Source: an optimization exercise on an open RTL-to-GDS flow (aim: a short achievable clock period, few clock cycles per item and low power). Production flows keep margins and buffers that such runs may drop.
Where RTL was checked, it was by simulation tests only, not by an equivalence proof against the original.
No activity file was given, so power comes from the tool's default toggle rates.

## fp_mul_pipe
module fp_mul_pipe (
   input  logic        clk,
   input  logic        rst,
   input  logic        in_valid,
   output logic        in_ready,
   input  logic [31:0] op1,
   input  logic [31:0] op2,
   output logic        out_valid,
   input  logic        out_ready,
   output logic [31:0] res,
   output logic [3:0]  flags
);
Size in the first run: roughly 2,600 cells after synthesis, ~340 flip-flops, about 110 I/O pins, about 27,000 um2 of cells after synthesis.
Settings: LEC_CHECK=0, CAP_MARGIN=20, CORE_MARGIN=2, CORE_UTILIZATION=40, CTS_BUF_LIST=sky130_fd_sc_hd__clkbuf_8, CTS_CLUSTER_DIAMETER=60, CTS_CLUSTER_SIZE=20, SLEW_MARGIN=20; clock period 10.0 ns.
standard.sh (not shown) runs the stock make flow with config.mk's settings and CLKGATE_MAP_FILE= SYNTH_SCRIPT=/design/flow/synth_recipe.tcl, a recipe that flattens the netlist after the stock synthesis.
==> flow/flow/run.sh <==
#!/bin/bash
set -euo pipefail
bash standard.sh SETUP_SLACK_MARGIN=6.0 finish > orfs_make.log 2>&1
The first run finished with timing, DRC and antenna clean.
Change:
--- a/flow/config.mk
+++ b/flow/config.mk
@@ -9,6 +9,6 @@
 export CORE_MARGIN = 2
 export CORE_UTILIZATION = 40
-export CTS_BUF_LIST = sky130_fd_sc_hd__clkbuf_8
-export CTS_CLUSTER_DIAMETER = 60
-export CTS_CLUSTER_SIZE = 20
+export CTS_BUF_LIST = sky130_fd_sc_hd__clkbuf_4 sky130_fd_sc_hd__clkbuf_8
+export CTS_CLUSTER_DIAMETER = 50
+export CTS_CLUSTER_SIZE = 15
 export SLEW_MARGIN = 20
What happened: Wire length is about the same. Final area goes up by 0.75%. Worst hold slack is about the same. Power goes up by about 2.5%. Non-clock buffer count goes down by 3. Clock skew goes down by 0.0037 ns.
No functional check of the RTL was part of any run of this note.

========
== v11 ==
fp_mul_pipe, a different RTL version from the one above (not shown whole).
For scale: roughly 3800 cells after synthesis, ~320 flip-flops, roughly 110 I/O pins, about 32000 µm² of cells after synthesis.
export LEC_CHECK = 0
export CAP_MARGIN = 20
export CORE_MARGIN = 2
export CORE_UTILIZATION = 40
export SLEW_MARGIN = 20
create_clock -name core_clock -period 10.0 [get_ports {clk}]
run.sh (not shown) runs the stock make flow with config.mk's settings and CLKGATE_MAP_FILE= SYNTH_SCRIPT=/design/flow/synth_recipe.tcl, a recipe that flattens the netlist after the stock synthesis.
Stock flow here: none of the scripts above is used.
v11: flow completed, timing, DRC and antenna clean
Relative to v11, the following input files were edited for v39:
- ABC_CLOCK_PERIOD_IN_PS now 3000, previously not set
- CORE_UTILIZATION now 60, was 40
- SETUP_SLACK_MARGIN now 5, previously not set
==> notes.md <==
On met1 global-route usage: between v39 and v11, it ends up lower for v11.
Diff v39..v11 | flip-flop and latch count | unchanged
Between v39 and v11, overall power after layout is lower for v11, v39 comes in above that.
Timing-limited maximum frequency improves in v39 relative to v11.
v39 improves on v11 in post-route cell area.
v39 finished all stages; the layout is clean.
Between v39 and v11, it is v39 whose final period demand of the worst path is lower, by 0.10 ns.
Going from v11 to v39, total leakage power held steady, required time of the worst setup path grew by 0.03 ns, core utilization grew by 21 points, setup slack grew by 0.10 ns.
Function was not checked in any run of this note: the RTL went through the layout flow alone.

========
fp_mul_pipe, a different RTL version from the one above (not shown whole).
For scale: ~110 I/O pins, about 0.027 sq mm of cells after synthesis.
export LEC_CHECK = 0
export CAP_MARGIN = 20
export CORE_MARGIN = 2
export CORE_UTILIZATION = 40
export CTS_BUF_LIST = sky130_fd_sc_hd__clkbuf_8
export CTS_CLUSTER_DIAMETER = 60
export CTS_CLUSTER_SIZE = 20
export SLEW_MARGIN = 20
create_clock -name core_clock -period 10.0 [get_ports {clk}]
standard.sh (not shown) runs the stock make flow with config.mk's settings and CLKGATE_MAP_FILE= SYNTH_SCRIPT=/design/flow/synth_recipe.tcl, a recipe that flattens the netlist after the stock synthesis.
==> flow/flow/run.sh <==
#!/bin/bash
set -euo pipefail
bash standard.sh SETUP_SLACK_MARGIN=6.6 finish > orfs_make.log 2>&1
Then changed:
==> flow/flow/run.sh (replaced) <==
#!/bin/bash
set -euo pipefail
bash standard.sh SETUP_SLACK_MARGIN=6.3 finish > orfs_make.log 2>&1
Result: Final area decreases by 4.9%. Worst setup slack degrades by 0.017 ns. Area after synthesis stays the same.
Function was not checked in any run of this note: the RTL went through the layout flow alone.

========
Another version of the RTL of fp_mul_pipe (not shown whole).
Size in the first run: about 2200 cells after synthesis, about 320 flip-flops, about 26000 sq um of cells after synthesis.
// fp_mul_pipe
module fp_mul_pipe (
   input  logic        clk,
   input  logic        rst,
   input  logic        in_valid,
   output logic        in_ready,
   input  logic [31:0] op1,
   input  logic [31:0] op2,
   output logic        out_valid,
   input  logic        out_ready,
   output logic [31:0] res,
   output logic [3:0]  flags
);
   logic        en;         
   logic        v0, v1, v2;
   logic [1:0]  sk_n;       
   logic        sk_full;
   logic [35:0] sk1, sk2;
   logic        deliver, arrive, take;
   logic        s0_sign;
   logic [1:0]  s0_spec;
   logic [8:0]  s0_esum;     
   logic [22:0] s0_fa;
   logic [11:0] s0_one, s0_two;
   logic [10:0] s0_neg;
   logic [11:0] enc_one, enc_two;
   logic [10:0] enc_neg;
   logic        s1_sign;
   logic [1:0]  s1_spec;
   logic [9:0]  s1_esum;
   logic [47:11] s1_x, s1_y;
   logic        s1_lc, s1_lz;
   logic        s2_sign;
   logic [1:0]  s2_spec;
   logic [9:0]  s2_esum;
   logic [25:0] s2_ph;
   logic        s2_st;
   logic [23:0] ma, mb;
   logic [24:0] bx;
   logic [11:0] b_one, b_two;
   logic [10:0] b_neg;
   logic [47:0] cs_x, cs_y;
   logic        lo_c, lo_z;
   logic [10:0] lo_zt;
   logic qg0;
   logic qp0;
   logic qg1;
   logic qp1;
   logic qg2;
   logic qp2;
   logic qg3;
   logic qp3;
   logic qg4;
   logic qp4;
   logic qg5;
   logic qp5;
   logic qg6;
   logic qp6;
   logic qg7;
   logic qp7;
   logic qg8;
   logic qp8;
   logic qg9;
   logic qp9;
   logic qg10;
   logic qp10;
   logic kg0;
   logic kp0;
   logic kg1;
   logic kp1;
   logic kg2;
   logic kp2;
   logic kg3;
   logic kp3;
   logic kg4;
   logic kp4;
   logic kg5;
   logic kp5;
   logic kg6;
   logic kp6;
   logic kg7;
   logic kp7;
   logic kg8;
   logic kp8;
   logic kg9;
   logic kp9;
   logic kg10;
   logic kp10;
   logic kg11;
   logic kp11;
   logic kg12;
   logic kp12;
   logic kg13;
   logic kp13;
   logic kg14;
   logic kp14;
   logic [1:0]  spec;
   logic        z1, z2, i1, i2, n1, n2;
   logic [21:11] zt;
   logic        c22;
   logic [25:0] ph;
   logic ag11;
   logic ap11;
   logic ag12;
   logic ap12;
   logic ag13;
   logic ap13;
   logic ag14;
   logic ap14;
   logic ag15;
   logic ap15;
   logic ag16;
   logic ap16;
   logic ag17;
   logic ap17;
   logic ag18;
   logic ap18;
   logic ag19;
  ...
export LEC_CHECK = 0
export CAP_MARGIN = 20
export CORE_MARGIN = 2
export CORE_UTILIZATION = 40
export CTS_BUF_LIST = sky130_fd_sc_hd__clkbuf_8 sky130_fd_sc_hd__clkbuf_16
export CTS_CLUSTER_DIAMETER = 100
export CTS_CLUSTER_SIZE = 30
export SLEW_MARGIN = 20
export SYNTH_HIERARCHICAL = 1
create_clock -name core_clock -period 10.0 [get_ports {clk}]
==> flow/flow/run.sh <==
#!/bin/bash
set -euo pipefail
bash standard.sh SETUP_SLACK_MARGIN=6.3 finish > orfs_make.log 2>&1
Testbench counts at the start, summed over its fixed seeds: cycles 32,032, items 32,000.
Rerun with:
==> flow/flow/run.sh (replaced) <==
#!/bin/bash
set -euo pipefail
bash standard.sh SETUP_SLACK_MARGIN=6.45 finish > orfs_make.log 2>&1
--- a/flow/config.mk
+++ b/flow/config.mk
@@ -9,7 +9,7 @@
 export CORE_MARGIN = 2
 export CORE_UTILIZATION = 40
-export CTS_BUF_LIST = sky130_fd_sc_hd__clkbuf_8 sky130_fd_sc_hd__clkbuf_16
-export CTS_CLUSTER_DIAMETER = 100
-export CTS_CLUSTER_SIZE = 30
+export CTS_BUF_LIST = sky130_fd_sc_hd__clkbuf_8
+export CTS_CLUSTER_DIAMETER = 60
+export CTS_CLUSTER_SIZE = 20
 export SLEW_MARGIN = 20
 export SYNTH_HIERARCHICAL = 1
Setup slack barely changes; area after synthesis is unchanged; design area rises by 4.4%; core utilization is higher by 2.1 points.
Rerun with:
==> flow/flow/run.sh (replaced) <==
#!/bin/bash
set -euo pipefail
bash standard.sh SETUP_SLACK_MARGIN=6.3 finish > orfs_make.log 2>&1
What happened:
- synthesized cell count is unchanged
- clock power goes up by 11%
- via count goes down by 3.0%
- non-clock buffer count goes down by 42
- maximum frequency goes up by 0.57%
- setup slack is better by 21 ps
- power goes down by 1.6%
Rerun with:
--- a/flow/config.mk
+++ b/flow/config.mk
@@ -8,5 +8,5 @@
 export CAP_MARGIN = 20
 export CORE_MARGIN = 2
-export CORE_UTILIZATION = 40
+export CORE_UTILIZATION = 50
 export CTS_BUF_LIST = sky130_fd_sc_hd__clkbuf_8
 export CTS_CLUSTER_DIAMETER = 60
Outcome: Final cell count drops by 4.9%; die area drops by about 20%; sequential cell count stays the same; design area is higher by 1.5%; worst setup slack gets worse by 69 ps; via count goes up by 1.3%.

========
build 64:
Another version of the RTL of fp_mul_pipe (not shown whole).
For scale: ~2,200 cells after synthesis, about 320 flip-flops, about 0.025 mm2 of cells after synthesis.
clock: 10.0 ns
lec_check: 0
cap_margin: 20
core_margin: 2
core_utilization: 40
cts_buf_list: sky130_fd_sc_hd__clkbuf_8
cts_cluster_diameter: 60
cts_cluster_size: 20
slew_margin: 20
synth_hierarchical: 1
==> flow/flow/run.sh <==
#!/bin/bash
set -euo pipefail
bash standard.sh SETUP_SLACK_MARGIN=6.45 "BUFFER_PORTS_ARGS=-buffer_cell sky130_fd_sc_hd__buf_4" finish > orfs_make.log 2>&1
Build 64 ended with every stage complete and zero timing, DRC or antenna violations.
Testbench counts of build 64, summed over its fixed seeds: cycles 32,032, items 32,000.
--- input diff build 64..build 94 ---
==> flow/flow/run.sh <==
#!/bin/bash
set -euo pipefail
bash standard.sh SETUP_SLACK_MARGIN=6.3 finish > orfs_make.log 2>&1
==> notes.md <==
Build 94 ends up with a length of routed wiring on met1 that is 6.3% lower than in build 64.
Final area, build 64 and build 94: lower on build 94
Build 94 vs build 64 on signed area change from the synthesized netlist to the final layout: build 94 is the lower one.
Number of buffers inserted to repair setup after CTS in build 94 is 17 below build 64.
The inputs of build 43 differ from those of build 94 as listed below.
# build 94
export LEC_CHECK = 0
export CAP_MARGIN = 20
export CORE_MARGIN = 2
export CORE_UTILIZATION = 40
export CTS_BUF_LIST = sky130_fd_sc_hd__clkbuf_8
export CTS_CLUSTER_DIAMETER = 60
export CTS_CLUSTER_SIZE = 20
export SLEW_MARGIN = 20
export SYNTH_HIERARCHICAL = 1
create_clock -name core_clock -period 10.0 [get_ports {clk}]
# build 43
export LEC_CHECK = 0
export CAP_MARGIN = 20
export CORE_MARGIN = 2
export CORE_UTILIZATION = 40
export CTS_BUF_LIST = sky130_fd_sc_hd__clkbuf_8
export CTS_CLUSTER_DIAMETER = 60
export CTS_CLUSTER_SIZE = 20
export PLACE_DENSITY = 0.75
export SLEW_MARGIN = 20
export SYNTH_HIERARCHICAL = 1
create_clock -name core_clock -period 10.0 [get_ports {clk}]
==> comparison <==
Delta (build 43 minus build 94): share of power burned in the clock network went down by 0.6 points; post-synthesis to final-layout area growth went down by 0.56 points. Looking at peak ir drop on the vdd network, build 43 sits 39 uV lower than build 94 does. Build 43 — worst setup slack after layout 0.034 ns lower, build 94 as reference. From build 94 to build 43 the numbers moved as follows: sequential share of layout area has increased; global-route usage now sits at about the same level.

========
Another version of the RTL of fp_mul_pipe (not shown whole).
Size: about 2200 cells after synthesis, about 310 flip-flops, roughly 110 I/O pins, roughly 0.025 sq mm of cells after synthesis.
clock: 10.0 ns
lec_check: 0
cap_margin: 20
core_margin: 2
core_utilization: 40
cts_buf_list: sky130_fd_sc_hd__clkbuf_8
cts_cluster_diameter: 60
cts_cluster_size: 20
slew_margin: 20
synth_hierarchical: 1
==> flow/flow/run.sh <==
#!/bin/bash
set -euo pipefail
bash standard.sh SETUP_SLACK_MARGIN=6.2 finish > orfs_make.log 2>&1
The baseline finished clean.
Testbench counts at the start, summed over its fixed seeds: cycles 32,032, items 32,000.
Next try:
==> flow/flow/run.sh (replaced) <==
#!/bin/bash
set -euo pipefail
bash standard.sh SETUP_SLACK_MARGIN=6.3 finish > orfs_make.log 2>&1
Non-clock buffer count is higher by 23.
Wire length is higher by a few percent.
Synthesized cell count stays the same.
Total power is higher by a few percent.
Via count is higher by a few percent.
Die area is unchanged.
Clock skew is higher by 0.0079 ns.
Critical path depth is lower by 3.
Combinational power is higher by a few percent.

-- static timing again, ports no longer ideal --
No port has a modelled driver above. Below, the same layouts with a new extraction and two added sets of constraints.
Step 1 sets driving cells, clkbuf_16 on the clock port and buf_2 on the other inputs (assumed; they add their load-dependent delay and slew).
Step 2, shift: input delay + t, output delay - t, t = (earliest + latest rising clock arrival at the registers) / 2. This alone moves slack from input paths to output paths.
Slacks: ideal ports / drivers / drivers and shift; pairs: ideal ports / drivers.
| run | t (ns) | slack for setup (ns) | cell pins on the clock port's net |
|---|---|---|---|
| the first run of note 1 | 0.675 | 6.086 / 6.086 / 5.495 | 1 |
| the second run of note 1 | 0.688 | 6.088 / 6.088 / 5.472 | 1 |
| v11 | 0.641 | 4.980 / 4.980 / 4.980 | 1 |
| v39 | 0.629 | 5.082 / 5.082 / 5.082 | 1 |
| the first run of note 3 | 0.682 | 6.256 / 6.256 / 5.950 | 1 |
| the second run of note 3 | 0.688 | 6.239 / 6.239 / 5.749 | 1 |
| the first run of note 4 | 0.619 | 6.332 / 6.295 / 5.797 | 1 |
| the second run of note 4 | 0.715 | 6.333 / 6.335 / 5.649 | 1 |
| the third run of note 4 | 0.722 | 6.353 / 6.348 / 5.736 | 1 |
| the fourth run of note 4 | 0.722 | 6.285 / 6.285 / 5.638 | 1 |
| build 64 | 0.732 | 6.344 / 6.344 / 6.083 | 1 |
| build 94 | 0.728 | 6.328 / 6.328 / 5.747 | 1 |
| build 43 | 0.716 | 6.294 / 6.294 / 5.750 | 1 |
| the first run of note 6 | 0.716 | 6.273 / 6.273 / 5.762 | 1 |
| the second run of note 6 | 0.713 | 6.328 / 6.328 / 5.634 | 1 |
After both steps every run listed still meets setup and hold. The setup slack of the second run of note 6, which loses most, moves by 0.000 ns with the drivers and by -0.694 ns with both steps.
